This is an optimization exercise on Yosys and OpenROAD, whose aim is small area, a short achievable clock period and few clock cycles per item, not a production implementation.
The RTL was checked by simulation tests, not by an equivalence proof against the original design.
Power is estimated from default activity; no workload was simulated.

== birch ==
==> flow/design.v <==
package hps_pkg;
  localparam int unsigned MAX_DISTANCE = 2560;
  localparam logic [7:0] PULSE_LEVEL = 8'd210;
  localparam logic [8:0] T_ON1_END   = 9'd45;
  localparam logic [8:0] T_OFF1_END  = 9'd165;
  localparam logic [8:0] T_ON2_END   = 9'd210;
  localparam logic [8:0] T_OFF2_END  = 9'd470;
  localparam logic [14:0] RESET_THRESHOLD = 15'd13;
  localparam logic [15:0] RESET_COOLDOWN  = 16'd500;
  localparam logic FUNC_TICK   = 1'b0;
  localparam logic FUNC_PACKET = 1'b1;
endpackage
module hps_cfg_regs (
  input  logic        clk_i,
  input  logic        rst_ni,
  input  logic        cfg_valid_i,
  output logic        cfg_ready_o,
  input  logic        cfg_index_i,
  input  logic [15:0] cfg_data_i,
  output logic [14:0] thr_o,
  output logic [15:0] cool_o
);
  assign cfg_ready_o = 1'b1;
  always_ff @(posedge clk_i or negedge rst_ni) begin
    if (!rst_ni) begin
      thr_o  <= hps_pkg::RESET_THRESHOLD;
      cool_o <= hps_pkg::RESET_COOLDOWN;
    end else if (cfg_valid_i) begin
      if (cfg_index_i) cool_o <= cfg_data_i;
      else             thr_o  <= cfg_data_i[14:0];
    end
  end
endmodule
module hps_step (
  input  logic [14:0] thr_i,
  input  logic [15:0] distance_i,
  output logic        near_o,     
  output logic [7:0]  t_o,
  output logic        e_o
);
  logic [14:0] mag;
  logic        far;
  logic        c;
  logic [17:0] m, v, z;
  assign mag = distance_i[14:0];
  always_comb begin
    c = 1'b0;
    for (int i = 0; i < 15; i++) c = (mag[i] & ~thr_i[i]) | ((mag[i] | ~thr_i[i]) & c);
  end
  assign near_o = !distance_i[15] && !c;
  assign far = distance_i[15] || (mag[14:12] != 3'd0) || (mag[11] && (mag[10] || mag[9]));
  assign m   = {6'd0, mag[11:0]};
  assign v   = (m << 4) + m;       
  assign z   = (v << 1) + v;       
  assign t_o = z[16:9] | {8{far}};
  assign e_o = (mag[8:0] != 9'd0) && !far;
endmodule
module haptic_pattern_sequencer (
  input  logic               clk_i,
  input  logic               rst_ni,
  input  logic               cfg_valid_i,
  output logic               cfg_ready_o,
  input  logic [0:0]         cfg_index_i,
  input  logic [15:0]        cfg_data_i,
  input  logic               in_valid_i,
  output logic               in_stall_o,
  input  logic               func_i,
  input  logic signed [15:0] distance_i,
  output logic               out_valid_o,
  input  logic               out_stall_i,
  output logic [7:0]         motor_level_o,
  output logic               level_written_o,
  output logic               pattern_active_o,
  output logic               pattern_started_o
);
  logic [14:0] thr;
  logic [15:0] cool;
  hps_cfg_regs u_cfg (
    .clk_i       (clk_i),
    .rst_ni      (rst_ni),
    .cfg_valid_i (cfg_valid_i),
    .cfg_ready_o (cfg_ready_o),
    .cfg_index_i (cfg_index_i[0]),
    .cfg_data_i  (cfg_data_i),
    .thr_o       (thr),
    .cool_o      (cool)
  );
  logic ir_v, p_v, k_v, go_q, out_v;
  logic mv, bv, adv, fire, accept;
  assign mv         = !k_v;                      
  assign bv         = k_v || p_v;                
  assign adv        = !out_v || !out_stall_i;    
  assign fire       = adv && bv;
  assign in_stall_o = !go_q;      
  assign accept     = in_valid_i && !k_v;
  always_ff @(posedge clk_i or negedge rst_ni) begin
    if (!rst_ni) begin
      ir_v  <= 1'b0;
      p_v   <= 1'b0;
      k_v     <= 1'b0;
      go_q    <= 1'b1;
      out_v   <= 1'b0;
    end else begin
      if (mv) begin
        ir_v <= accept;
        p_v  <= ir_v;
      end
      k_v     <= bv && !adv;
      go_q    <= !(bv && !adv);
      if (adv) out_v <= bv;
    end
  end
  logic        ir_func;
  logic [15:0] ir_dist;
  logic        d_near, d_e;
  logic [7:0]  d_t;
  logic        p_func, p_near, p_e, k_func, k_near, k_e;
  logic [7:0]  p_t, k_t;
  hps_step u_step (
    .thr_i      (thr),
    .distance_i (ir_dist),
    .near_o     (d_near),
    .t_o        (d_t),
    .e_o        (d_e)
  );
  always_ff @(posedge clk_i) begin
    if (mv) begin
      ir_func <= func_i;
      ir_dist <= distance_i;
      p_func  <= ir_func;
      p_near  <= d_near;
      p_t     <= d_t;
      p_e     <= d_e;
      k_func  <= p_func;
      k_near  <= p_near;
      k_t     <= p_t;
      k_e     <= p_e;
    end
  end
  logic        b_func, b_near;
  logic [7:0]  b_t, b_guide;
  logic        b_e;
  logic [16:0] since_q, since_inc;
  logic        gt_q, gt_next;
  logic        active_q;
  logic [7:0]  level_q;
  logic        written_q, started_q;
  logic        tick, trans, start;
  logic [8:0]  t;
  assign b_func  = k_v ? k_func  : p_func;
  assign b_near  = k_v ? k_near  : p_near;
  assign b_t     = k_v ? k_t     : p_t;
  assign b_e     = k_v ? k_e     : p_e;
  assign b_guide = ~(b_t + {7'd0, b_e});
  assign tick      = (b_func == hps_pkg::FUNC_TICK);
  assign t         = since_q[8:0];
  always_comb begin
    logic c;
    for (int k = 0; k < 17; k += 4) begin
      c = &(since_q | ~((17'd1 << k) - 17'd1));
      for (int i = k; i < k + 4 && i < 17; i++) begin
        since_inc[i] = since_q[i] ^ c;
        c = c & since_q[i];
      end
    end
    if (since_q[16]) since_inc = since_q;
  end
  always_comb begin
    logic g;
    g = bv && tick;
    for (int i = 0; i < 16; i++) g = (since_q[i] & ~cool[i]) | ((since_q[i] | ~cool[i]) & g);
    gt_next = since_q[16] | g;
  end
  assign trans = tick && active_q &&
                 (t == hps_pkg::T_ON1_END - 9'd1 || t == hps_pkg::T_OFF1_END - 9'd1 ||
                  t == hps_pkg::T_ON2_END - 9'd1 || t == hps_pkg::T_OFF2_END - 9'd1);
  assign start = bv && !tick && b_near && !active_q && gt_q;
  always_ff @(posedge clk_i or negedge rst_ni) begin
    if (!rst_ni) begin
      since_q  <= '0;
      gt_q     <= 1'b0;
      active_q <= 1'b0;
      level_q  <= '0;
    end else begin
      if (adv) gt_q <= !start && gt_next;
      if (fire) begin
        since_q <= start ? 17'd0 : (tick ? since_inc : since_q);
        if (tick) begin
          if (trans) begin
            level_q  <= (t == hps_pkg::T_OFF1_END - 9'd1) ? hps_pkg::PULSE_LEVEL : 8'd0;
            active_q <= (t != hps_pkg::T_OFF2_END - 9'd1);
          end
        end else if (!active_q) begin
          level_q  <= start ? hps_pkg::PULSE_LEVEL : b_guide;
          active_q <= start;
        end
      end
    end
  end
  always_ff @(posedge clk_i) begin
    if (fire) begin
      written_q <= tick ? trans : !active_q;
      started_q <= start;
    end
  end
  assign out_valid_o       = out_v;
  assign motor_level_o     = level_q;
  assign level_written_o   = written_q;
  assign pattern_active_o  = active_q;
  assign pattern_started_o = started_q;
endmodule
clock: 9.5 ns
lec_check: 0
cap_margin: 20
core_margin: 2
core_utilization: 70
cts_buf_list: sky130_fd_sc_hd__clkbuf_4 sky130_fd_sc_hd__clkbuf_8
setup_slack_margin: 5
slew_margin: 20
standard.sh (not shown) runs the stock make flow with config.mk's settings and CLKGATE_MAP_FILE= SYNTH_SCRIPT=/design/flow/synth_recipe.tcl, a recipe that flattens the netlist after the stock synthesis.
==> flow/flow/run.sh <==
#!/bin/bash
# Standard layout, with the smallest buffer on each port, and a clock tree of larger sink
# clusters without dummy loads.
set -euo pipefail
bash standard.sh \
  "BUFFER_PORTS_ARGS=-buffer_cell sky130_fd_sc_hd__buf_1" \
  "CTS_ARGS=-sink_clustering_enable -repair_clock_nets -dont_use_dummy_load -buf_list {sky130_fd_sc_hd__clkbuf_4 sky130_fd_sc_hd__clkbuf_8} -sink_clustering_size 40 -sink_clustering_max_diameter 60" \
  finish > standard_flow.log 2>&1
Testbench counts of birch, summed over its fixed seeds: cycles 32,024, beats 32,000.
The inputs of pine differ from those of birch as listed below.
--- a/flow/design.v
+++ b/flow/design.v
@@ -157,12 +157,9 @@
   always_comb begin
     logic c;
-    for (int k = 0; k < 17; k += 4) begin
-      c = &(since_q | ~((17'd1 << k) - 17'd1));
-      for (int i = k; i < k + 4 && i < 17; i++) begin
-        since_inc[i] = since_q[i] ^ c;
-        c = c & since_q[i];
-      end
-    end
-    if (since_q[16]) since_inc = since_q;
+    c = !since_q[16];
+    for (int i = 0; i < 17; i++) begin
+      since_inc[i] = since_q[i] ^ c;
+      c = c & since_q[i];
+    end
   end
   always_comb begin
--- outcome ---
birch reports its library cell contributing the largest single delay on the critical path as sky130_fd_sc_hd__edfxtp_1 while pine reports sky130_fd_sc_hd__dfrtp_1.
birch has higher area of the core than pine.
Taking birch as the reference, in pine number of instances in the placed design shrank by 19; via count shrank by 93; synthesized cell count shrank by 16; worst hold slack shrank by 23 ps; final setup slack of the worst path grew by 55 ps.
The first-iteration DRC count in pine sits 56% below the value recorded for birch.
Number of fill cells in pine vs birch: down 5.4%
pine vs. birch: count of nets after finishing went down by about 2.5%.
pine finished all stages; the layout is clean.
Summary of pine over birch: design area fell 1.7%, final weighted congestion in routability-driven placement fell 8.3%, area overhead of the layout relative to synthesis about even, part of the power in combinational logic fell 1.3 points.
Sequential power, pine vs birch: up by a few percent
Testbench counts of pine, summed over its fixed seeds: cycles 32,024, beats 32,000.

[separate check: timing with driven ports]
In the flow no input, the clock included, has a driving cell. The finished layouts below were timed again as built, in two steps.
Step 1 assumes that a clkbuf_16 drives the clock port and a buf_2 every other input.
Step 2 also shifts input and output timing later by t, the mid clock arrival at the registers, as if the neighbouring blocks saw the same clock.
a / b / c = ideal ports / drivers / drivers and shift; a / b = the first two.
| run | t (ns) | setup slack, ns | worst setup path after step 2 |
|---|---|---|---|
| birch | 0.374 | 5.668 / 5.668 / 5.668 | register to register |
| pine | 0.382 | 5.723 / 5.723 / 5.723 | register to register |
After both steps every run listed still meets setup and hold.
